What follows belongs to an exercise in optimizing a design on an open flow for small area, a short achievable clock period and few clock cycles per item; a production flow would make more cautious choices. Only simulation tests tie the RTL to the original design; equivalence was not proved.

Setup of run A:
==> flow/design.v <==
  localparam int unsigned XLEN    = 32;
  localparam int unsigned SHAMT_W = 5;
  localparam int unsigned CNT_W   = 6;
  localparam logic [4:0] ALU_ADD  = 5'd0;
  localparam logic [4:0] ALU_SUB  = 5'd1;
  localparam logic [4:0] ALU_XOR  = 5'd2;
  localparam logic [4:0] ALU_OR   = 5'd3;
  localparam logic [4:0] ALU_AND  = 5'd4;
  localparam logic [4:0] ALU_XNOR = 5'd5;
  localparam logic [4:0] ALU_ORN  = 5'd6;
  localparam logic [4:0] ALU_ANDN = 5'd7;
  localparam logic [4:0] ALU_SRA  = 5'd8;
  localparam logic [4:0] ALU_SRL  = 5'd9;
  localparam logic [4:0] ALU_SLL  = 5'd10;
  localparam logic [4:0] ALU_LT   = 5'd11;
  localparam logic [4:0] ALU_LTU  = 5'd12;
  localparam logic [4:0] ALU_GE   = 5'd13;
  localparam logic [4:0] ALU_GEU  = 5'd14;
  localparam logic [4:0] ALU_EQ   = 5'd15;
  localparam logic [4:0] ALU_NE   = 5'd16;
  localparam logic [4:0] ALU_SLT  = 5'd17;
  localparam logic [4:0] ALU_SLTU = 5'd18;
  localparam logic [4:0] ALU_MIN  = 5'd19;
  localparam logic [4:0] ALU_MINU = 5'd20;
  localparam logic [4:0] ALU_MAX  = 5'd21;
  localparam logic [4:0] ALU_MAXU = 5'd22;
  localparam logic [4:0] ALU_CLZ  = 5'd23;
  localparam logic [4:0] ALU_CTZ  = 5'd24;
  localparam logic [4:0] ALU_PCNT = 5'd25;
`timescale 1ns/1ps
`default_nettype none
module alu_core
(
  input  logic [4:0]  op_i,
  input  logic [31:0] operand_a_i,
  input  logic [31:0] operand_b_i,
  output logic [31:0] res_o,
  output logic        cmp_result_o,
  output logic [1:0]  shamt_o,
  output logic        fill_o,
  output logic        rev_o,
  output logic        cnt_o
);
  localparam int unsigned XLEN    = 32;
  localparam int unsigned SHAMT_W = 5;
  localparam int unsigned CNT_W   = 6;
  localparam logic [4:0] ALU_ADD  = 5'd0;
  localparam logic [4:0] ALU_SUB  = 5'd1;
  localparam logic [4:0] ALU_XOR  = 5'd2;
  localparam logic [4:0] ALU_OR   = 5'd3;
  localparam logic [4:0] ALU_AND  = 5'd4;
  localparam logic [4:0] ALU_XNOR = 5'd5;
  localparam logic [4:0] ALU_ORN  = 5'd6;
  localparam logic [4:0] ALU_ANDN = 5'd7;
  localparam logic [4:0] ALU_SRA  = 5'd8;
  localparam logic [4:0] ALU_SRL  = 5'd9;
  localparam logic [4:0] ALU_SLL  = 5'd10;
  localparam logic [4:0] ALU_LT   = 5'd11;
  localparam logic [4:0] ALU_LTU  = 5'd12;
  localparam logic [4:0] ALU_GE   = 5'd13;
  localparam logic [4:0] ALU_GEU  = 5'd14;
  localparam logic [4:0] ALU_EQ   = 5'd15;
  localparam logic [4:0] ALU_NE   = 5'd16;
  localparam logic [4:0] ALU_SLT  = 5'd17;
  localparam logic [4:0] ALU_SLTU = 5'd18;
  localparam logic [4:0] ALU_MIN  = 5'd19;
  localparam logic [4:0] ALU_MINU = 5'd20;
  localparam logic [4:0] ALU_MAX  = 5'd21;
  localparam logic [4:0] ALU_MAXU = 5'd22;
  localparam logic [4:0] ALU_CLZ  = 5'd23;
  localparam logic [4:0] ALU_CTZ  = 5'd24;
  localparam logic [4:0] ALU_PCNT = 5'd25;
  logic        op_sub;       
  logic        op_invb;      
  logic        op_rev;       
  logic        op_shift;
  logic [31:0] a, b, bx, p, g;
  logic [31:0] sum;
  logic [32:0] c;
  logic        ltu, lt, eq, cmp;
  assign a = operand_a_i;
  assign b = operand_b_i;
  logic o0, o1, o2, o3, o4;
  assign {o4, o3, o2, o1, o0} = op_i;
  assign op_sub   = o4 | o3 | o2 | o1 | o0;
  assign op_invb  = o4 | o3 | (o0 & ~o1) | (o2 & (o1 | o0));
  assign op_rev   = (op_i == ALU_SLL) | (op_i == ALU_CLZ);
  assign op_shift = (op_i == ALU_SLL) | (op_i == ALU_SRL) | (op_i == ALU_SRA);
  assign bx = b ^ {32{op_invb}};
  assign p  = a ^ bx;
  assign g  = a & bx;
  logic [31:0] gg, pp;
  always_comb begin
    gg = g;
    pp = p;
    gg[0] = g[0] | (p[0] & op_sub);
    for (int l = 1; l <= 5; l++) begin
      for (int i = 0; i < 32; i++) begin
        if ((i + 1) % (1 << l) == 0) begin
          gg[i] = gg[i] | (pp[i] & gg[i - (1 << (l-1))]);
          pp[i] = pp[i] & pp[i - (1 << (l-1))];
        end
      end
    end
    for (int l = 4; l >= 1; l--) begin
      for (int i = 0; i < 32; i++) begin
        if ((i + 1) % (1 << l) == (1 << (l-1)) && i >= (1 << l)) begin
          gg[i] = gg[i] | (pp[i] & gg[i - (1 << (l-1))]);
        end
      end
    end
  end
  assign c   = {gg, op_sub};
  assign sum = p ^ c[31:0];
  assign ltu = ~c[32];
  assign lt  = (a[31] ^ b[31]) ? a[31] : ltu;
  assign eq  = &p;
  logic is_cmp, is_eq, is_ne, flip, lt_sel;
  assign is_cmp = (op_i >= ALU_LT) & (op_i <= ALU_MAXU);
  assign is_eq  = (op_i == ALU_EQ);
  assign is_ne  = (op_i == ALU_NE);
  assign flip   = o2 & (o1 ^ o0) & (o3 ^ o4);
  assign lt_sel = o0 ? lt : ltu;
  assign cmp    = is_cmp & ((is_eq | is_ne) ? (eq ^ is_ne) : (lt_sel ^ flip));
  logic [31:0] a_rev, x, sh;
  logic [32:0] sh_ext;
  logic        fill;
  for (genvar k = 0; k < 32; k++) begin : gen_rev
    assign a_rev[k] = a[31-k];
  end
  assign x      = op_rev ? a_rev : a;
  assign fill   = (op_i == ALU_SRA) & a[31];
  assign sh_ext = $signed({fill, x}) >>> b[2:0];
  assign sh     = sh_ext[31:0];
  logic [15:0] v1;
  logic [15:0] z1;
  logic [7:0]  v2;
  logic [1:0]  z2 [8];
  logic [3:0]  v3;
  logic [2:0]  z3 [4];
  logic [1:0]  v4;
  logic [3:0]  z4 [2];
  logic        v5;
  logic [4:0]  z5;
  always_comb begin
    for (int i = 0; i < 16; i++) begin
      v1[i] = x[2*i] | x[2*i+1];
      z1[i] = ~x[2*i];
    end
    for (int i = 0; i < 8; i++) begin
      v2[i] = v1[2*i] | v1[2*i+1];
      z2[i] = v1[2*i] ? {1'b0, z1[2*i]} : {1'b1, z1[2*i+1]};
    end
    for (int i = 0; i < 4; i++) begin
      v3[i] = v2[2*i] | v2[2*i+1];
      z3[i] = v2[2*i] ? {1'b0, z2[2*i]} : {1'b1, z2[2*i+1]};
    end
    for (int i = 0; i < 2; i++) begin
      v4[i] = v3[2*i] | v3[2*i+1];
      z4[i] = v3[2*i] ? {1'b0, z3[2*i]} : {1'b1, z3[2*i+1]};
    end
    v5 = v4[0] | v4[1];
    z5 = v4[0] ? {1'b0, z4[0]} : {1'b1, z4[1]};
  end
  logic [3:0] pc [4];
  always_comb begin
    for (int k = 0; k < 4; k++) begin
      pc[k] = '0;
      for (int i = 0; i < 8; i++) pc[k] = pc[k] + 4'(a[8*k+i]);
    end
  end
  always_comb begin
    case (op_i)
      ALU_ADD, ALU_SUB:            res_o = sum;
      ALU_XOR, ALU_XNOR:           res_o = p;
      ALU_OR, ALU_ORN:             res_o = a | bx;
      ALU_AND, ALU_ANDN:           res_o = g;
      ALU_SRA, ALU_SRL, ALU_SLL:   res_o = sh;
      ALU_LT, ALU_LTU, ALU_GE, ALU_GEU,
      ALU_EQ, ALU_NE, ALU_SLT, ALU_SLTU: res_o = {31'b0, cmp};
      ALU_MIN, ALU_MINU,
      ALU_MAX, ALU_MAXU:           res_o = cmp ? a : b;
      ALU_CLZ, ALU_CTZ:            res_o = {26'b0, v5 ? {1'b0, z5} : 6'd32};
      ALU_PCNT:                    res_o = {14'b0, pc[3], pc[2], pc[1], 2'b0, pc[0]};
      default:                     res_o = '0;
    endcase
  end
  assign cmp_result_o = cmp;
  assign shamt_o      = op_shift ? b[4:3] : 2'b00;
  assign fill_o       = fill;
  assign rev_o        = (op_i == ALU_SLL);
  assign cnt_o        = (op_i == ALU_CLZ) | (op_i == ALU_CTZ) | (op_i == ALU_PCNT);
endmodule
`default_nettype wire
`timescale 1ns/1ps
`default_nettype none
module alu_top
(
  input  logic        clk_i,
  input  logic        rst_n_i,
  input  logic        req_i,
  input  logic [4:0]  op_i,
  input  logic [31:0] operand_a_i,
  input  logic [31:0] operand_b_i,
  output logic        ack_o,
  output logic [31:0] result_o,
  output logic        cmp_result_o
);
  localparam int unsigned XLEN    = 32;
  localparam int unsigned SHAMT_W = 5;
  localparam int unsigned CNT_W   = 6;
  localparam logic [4:0] ALU_ADD  = 5'd0;
  localparam logic [4:0] ALU_SUB  = 5'd1;
  localparam logic [4:0] ALU_XOR  = 5'd2;
  localparam logic [4:0] ALU_OR   = 5'd3;
  localparam logic [4:0] ALU_AND  = 5'd4;
  localparam logic [4:0] ALU_XNOR = 5'd5;
  localparam logic [4:0] ALU_ORN  = 5'd6;
  localparam logic [4:0] ALU_ANDN = 5'd7;
  localparam logic [4:0] ALU_SRA  = 5'd8;
  localparam logic [4:0] ALU_SRL  = 5'd9;
  localparam logic [4:0] ALU_SLL  = 5'd10;
  localparam logic [4:0] ALU_LT   = 5'd11;
  localparam logic [4:0] ALU_LTU  = 5'd12;
  localparam logic [4:0] ALU_GE   = 5'd13;
  localparam logic [4:0] ALU_GEU  = 5'd14;
  localparam logic [4:0] ALU_EQ   = 5'd15;
  localparam logic [4:0] ALU_NE   = 5'd16;
  localparam logic [4:0] ALU_SLT  = 5'd17;
  localparam logic [4:0] ALU_SLTU = 5'd18;
  localparam logic [4:0] ALU_MIN  = 5'd19;
  localparam logic [4:0] ALU_MINU = 5'd20;
  localparam logic [4:0] ALU_MAX  = 5'd21;
  localparam logic [4:0] ALU_MAXU = 5'd22;
  localparam logic [4:0] ALU_CLZ  = 5'd23;
  localparam logic [4:0] ALU_CTZ  = 5'd24;
  localparam logic [4:0] ALU_PCNT = 5'd25;
  logic        ack_q;
  logic [31:0] res_d, res_q;
  logic        cmp_d, cmp_q;
  logic [1:0]  shamt_d, shamt_q;    
  logic        fill_d, fill_q;      
  logic        rev_d, rev_q;        
  logic        cnt_d, cnt_q;        
  always_ff @(posedge clk_i) begin
    if (!rst_n_i) begin
      ack_q <= 1'b0;
    end else begin
      ack_q <= req_i;
    end
  end
  always_ff @(posedge clk_i) begin
    if (!ack_q) begin
      res_q   <= res_d;
      cmp_q   <= cmp_d;
      shamt_q <= shamt_d;
      fill_q  <= fill_d;
      rev_q   <= rev_d;
      cnt_q   <= cnt_d;
    end
  end
  alu_core u_core (
    .op_i         (op_i),
    .operand_a_i  (operand_a_i),
    .operand_b_i  (operand_b_i),
    .res_o        (res_d),
    .cmp_result_o (cmp_d),
    .shamt_o      (shamt_d),
    .fill_o       (fill_d),
    .rev_o        (rev_d),
    .cnt_o        (cnt_d)
  );
  logic [31:0] sh8, sh16, shr;
  logic [5:0]  cnt_sum;
  for (genvar k = 0; k < 32; k++) begin : gen_sh
    assign sh8[k]  = shamt_q[0] ? ((k + 8  < 32) ? res_q[(k + 8)  % 32] : fill_q) : res_q[k];
    assign sh16[k] = shamt_q[1] ? ((k + 16 < 32) ? sh8[(k + 16) % 32]   : fill_q) : sh8[k];
    assign shr[k]  = rev_q ? sh16[31-k] : sh16[k];
  end
  assign cnt_sum = res_q[5:0] + {2'b0, res_q[9:6]} + {2'b0, res_q[13:10]} + {2'b0, res_q[17:14]};
  assign ack_o        = ack_q;
  assign result_o     = cnt_q ? {26'b0, cnt_sum} : shr;
  assign cmp_result_o = cmp_q;
endmodule
`default_nettype wire
clock: 22.0 ns
lec_check: 0
abc_area: 1
cap_margin: 60
core_margin: 2
core_utilization: 40
slew_margin: 60
standard.sh (not shown) runs the stock make flow with config.mk's settings and CLKGATE_MAP_FILE= SYNTH_SCRIPT=/design/flow/synth_recipe.tcl, a recipe that flattens the netlist after the stock synthesis.
==> flow/flow/run.sh <==
#!/bin/bash
# Layout: the standard flow (standard synthesis unchanged), except that the
# port buffers are the smallest buffer cell instead of the resizer's default
# pick (a delay buffer). Every input and output port still gets its buffer.
# ORFS's per-step logs stay under orfs/logs; make's own output goes to
# standard_flow.log in this folder.
set -euo pipefail
bash standard.sh 'BUFFER_PORTS_ARGS=-buffer_cell sky130_fd_sc_hd__buf_1' finish > standard_flow.log 2>&1
test -f out/final.def
Testbench counts of run A, summed over its fixed seeds: cycles 9,600, items 4,800.
For run B, these inputs were changed with respect to run A:
--- a/flow/design.v
+++ b/flow/design.v
@@ -73,9 +73,10 @@
   logic        op_sub;       
   logic        op_invb;      
   logic        op_rev;       
   logic        op_shift;
-  logic [31:0] a, b, bx, p, g;
+  logic        op_add;
+  logic [31:0] a, b, p, g;
   logic [31:0] sum;
   logic [32:0] c;
   logic        ltu, lt, eq, cmp;
   assign a = operand_a_i;
@@ -84,12 +85,14 @@
   assign {o4, o3, o2, o1, o0} = op_i;
   assign op_sub   = o4 | o3 | o2 | o1 | o0;
   assign op_invb  = o4 | o3 | (o0 & ~o1) | (o2 & (o1 | o0));
   assign op_rev   = (op_i == ALU_SLL) | (op_i == ALU_CLZ);
+  assign op_add   = (op_i == ALU_ADD) | (op_i == ALU_SUB);
   assign op_shift = (op_i == ALU_SLL) | (op_i == ALU_SRL) | (op_i == ALU_SRA);
-  assign bx = b ^ {32{op_invb}};
-  assign p  = a ^ bx;
-  assign g  = a & bx;
+  logic [31:0] ab;
+  assign ab = a ^ b;
+  assign p  = ab ^ {32{op_invb}};
+  assign g  = op_invb ? (a & ~b) : (a & b);
   logic [31:0] gg, pp;
   always_comb begin
     gg = g;
     pp = p;
@@ -110,17 +113,17 @@
       end
     end
   end
   assign c   = {gg, op_sub};
-  assign sum = p ^ c[31:0];
+  assign sum = p ^ (c[31:0] & {32{op_add}});
   assign ltu = ~c[32];
   assign lt  = (a[31] ^ b[31]) ? a[31] : ltu;
   assign eq  = &p;
   logic is_cmp, is_eq, is_ne, flip, lt_sel;
   assign is_cmp = (op_i >= ALU_LT) & (op_i <= ALU_MAXU);
   assign is_eq  = (op_i == ALU_EQ);
   assign is_ne  = (op_i == ALU_NE);
-  assign flip   = o2 & (o1 ^ o0) & (o3 ^ o4);
+  assign flip   = o2 & (o1 | o0);
   assign lt_sel = o0 ? lt : ltu;
   assign cmp    = is_cmp & ((is_eq | is_ne) ? (eq ^ is_ne) : (lt_sel ^ flip));
   logic [31:0] a_rev, x, sh;
   logic [32:0] sh_ext;
@@ -168,24 +171,26 @@
       pc[k] = '0;
       for (int i = 0; i < 8; i++) pc[k] = pc[k] + 4'(a[8*k+i]);
     end
   end
-  always_comb begin
-    case (op_i)
-      ALU_ADD, ALU_SUB:            res_o = sum;
-      ALU_XOR, ALU_XNOR:           res_o = p;
-      ALU_OR, ALU_ORN:             res_o = a | bx;
-      ALU_AND, ALU_ANDN:           res_o = g;
-      ALU_SRA, ALU_SRL, ALU_SLL:   res_o = sh;
-      ALU_LT, ALU_LTU, ALU_GE, ALU_GEU,
-      ALU_EQ, ALU_NE, ALU_SLT, ALU_SLTU: res_o = {31'b0, cmp};
-      ALU_MIN, ALU_MINU,
-      ALU_MAX, ALU_MAXU:           res_o = cmp ? a : b;
-      ALU_CLZ, ALU_CTZ:            res_o = {26'b0, v5 ? {1'b0, z5} : 6'd32};
-      ALU_PCNT:                    res_o = {14'b0, pc[3], pc[2], pc[1], 2'b0, pc[0]};
-      default:                     res_o = '0;
-    endcase
-  end
+  logic sel_t, sel_g, sel_mm, sel_sh, sel_cz, sel_pc, sel_cmp;
+  assign sel_t   = (op_i <= ALU_OR) | (op_i == ALU_XNOR) | (op_i == ALU_ORN);
+  assign sel_g   = (op_i == ALU_OR) | (op_i == ALU_AND) | (op_i == ALU_ORN) | (op_i == ALU_ANDN);
+  assign sel_mm  = (op_i >= ALU_MIN) & (op_i <= ALU_MAXU);
+  assign sel_sh  = op_shift;
+  assign sel_cz  = (op_i == ALU_CLZ) | (op_i == ALU_CTZ);
+  assign sel_pc  = (op_i == ALU_PCNT);
+  assign sel_cmp = (op_i >= ALU_LT) & (op_i <= ALU_SLTU);
+  logic [5:0] cz;
+  assign cz = v5 ? {1'b0, z5} : 6'd32;
+  assign res_o = ({32{sel_t}} & sum)
+               | ({32{sel_g}} & g)
+               | ({32{sel_mm & cmp}} & a)
+               | ({32{sel_mm & ~cmp}} & b)
+               | ({32{sel_sh}} & sh)
+               | ({32{sel_cz}} & {26'b0, cz})
+               | ({32{sel_pc}} & {14'b0, pc[3], pc[2], pc[1], 2'b0, pc[0]})
+               | {31'b0, sel_cmp & cmp};
   assign cmp_result_o = cmp;
   assign shamt_o      = op_shift ? b[4:3] : 2'b00;
   assign fill_o       = fill;
   assign rev_o        = (op_i == ALU_SLL);
--- outcome ---
- The flow did not stop early for run B: all stages ran, and the layout cleared the timing, DRC and antenna checks.
- Aggregate routed wire length, run B and run A: higher on run A
- Re worst hold slack: run A was lower than run B.
- Compared with run A, run B shows met3 usage in global routing lower by 0.63 points.
- Summary: register-to-register slack, run B worse than run A
- Looking at run B and run A, the number of setup violations in the final report is a wash.
- The depth of the critical timing path with buffers and inverters included of run B is lower than that of run A.
- | via count | run B vs run A | better |
- The run with more setup slack is run B; run A has less.
- The global-route met2 utilization reported for run B is greater than that of run A by 2.3 points.
- Changes observed in run B relative to run A: final area went down 970 um2; sequential share of layout area went up 1.2 points.
- Non-clock buffer count delta for run B relative to run A: about 2.4% higher
- From run A to run B, layout clock buffer count did not move at all.
- Lower period utilization goes to run B over run A.
Testbench counts of run B, summed over its fixed seeds: cycles 9,600, items 4,800.

[what the ideal ports hide]
In the flow no input, the clock included, has a driving cell. The finished layouts below were timed again as built, in two steps. Step 1 (the two cells are an assumption about what drives the block):
set clk [get_ports {clk_i}]
set_driving_cell -lib_cell sky130_fd_sc_hd__clkbuf_16 $clk
set_driving_cell -lib_cell sky130_fd_sc_hd__buf_2 [delete_from_list [all_inputs] $clk]
Step 2 moves the port delays by t, midway between the first and last clock arrival at a register: inputs arrive t later, outputs are due t later. That takes back most of the time a late clock gives input paths. Three values: ideal ports, drivers, drivers and shift; two values: the first two.
| run | shift t [ns] | slack for setup (ns) | hold slack, ns | slew at the worst register clock pin (ns) |
|---|---|---|---|---|
| run A | 0.343 | 12.591 / 12.615 / 12.273 | 0.813 / 0.813 / 0.813 | 0.06 / 0.06 |
| run B | 0.330 | 14.065 / 14.083 / 13.753 | 0.868 / 0.868 / 0.868 | 0.06 / 0.06 |
After both steps every run listed still meets setup and hold. For run A, which loses most, drivers alone change the setup slack by +0.024 ns; drivers and shift together by -0.318 ns.
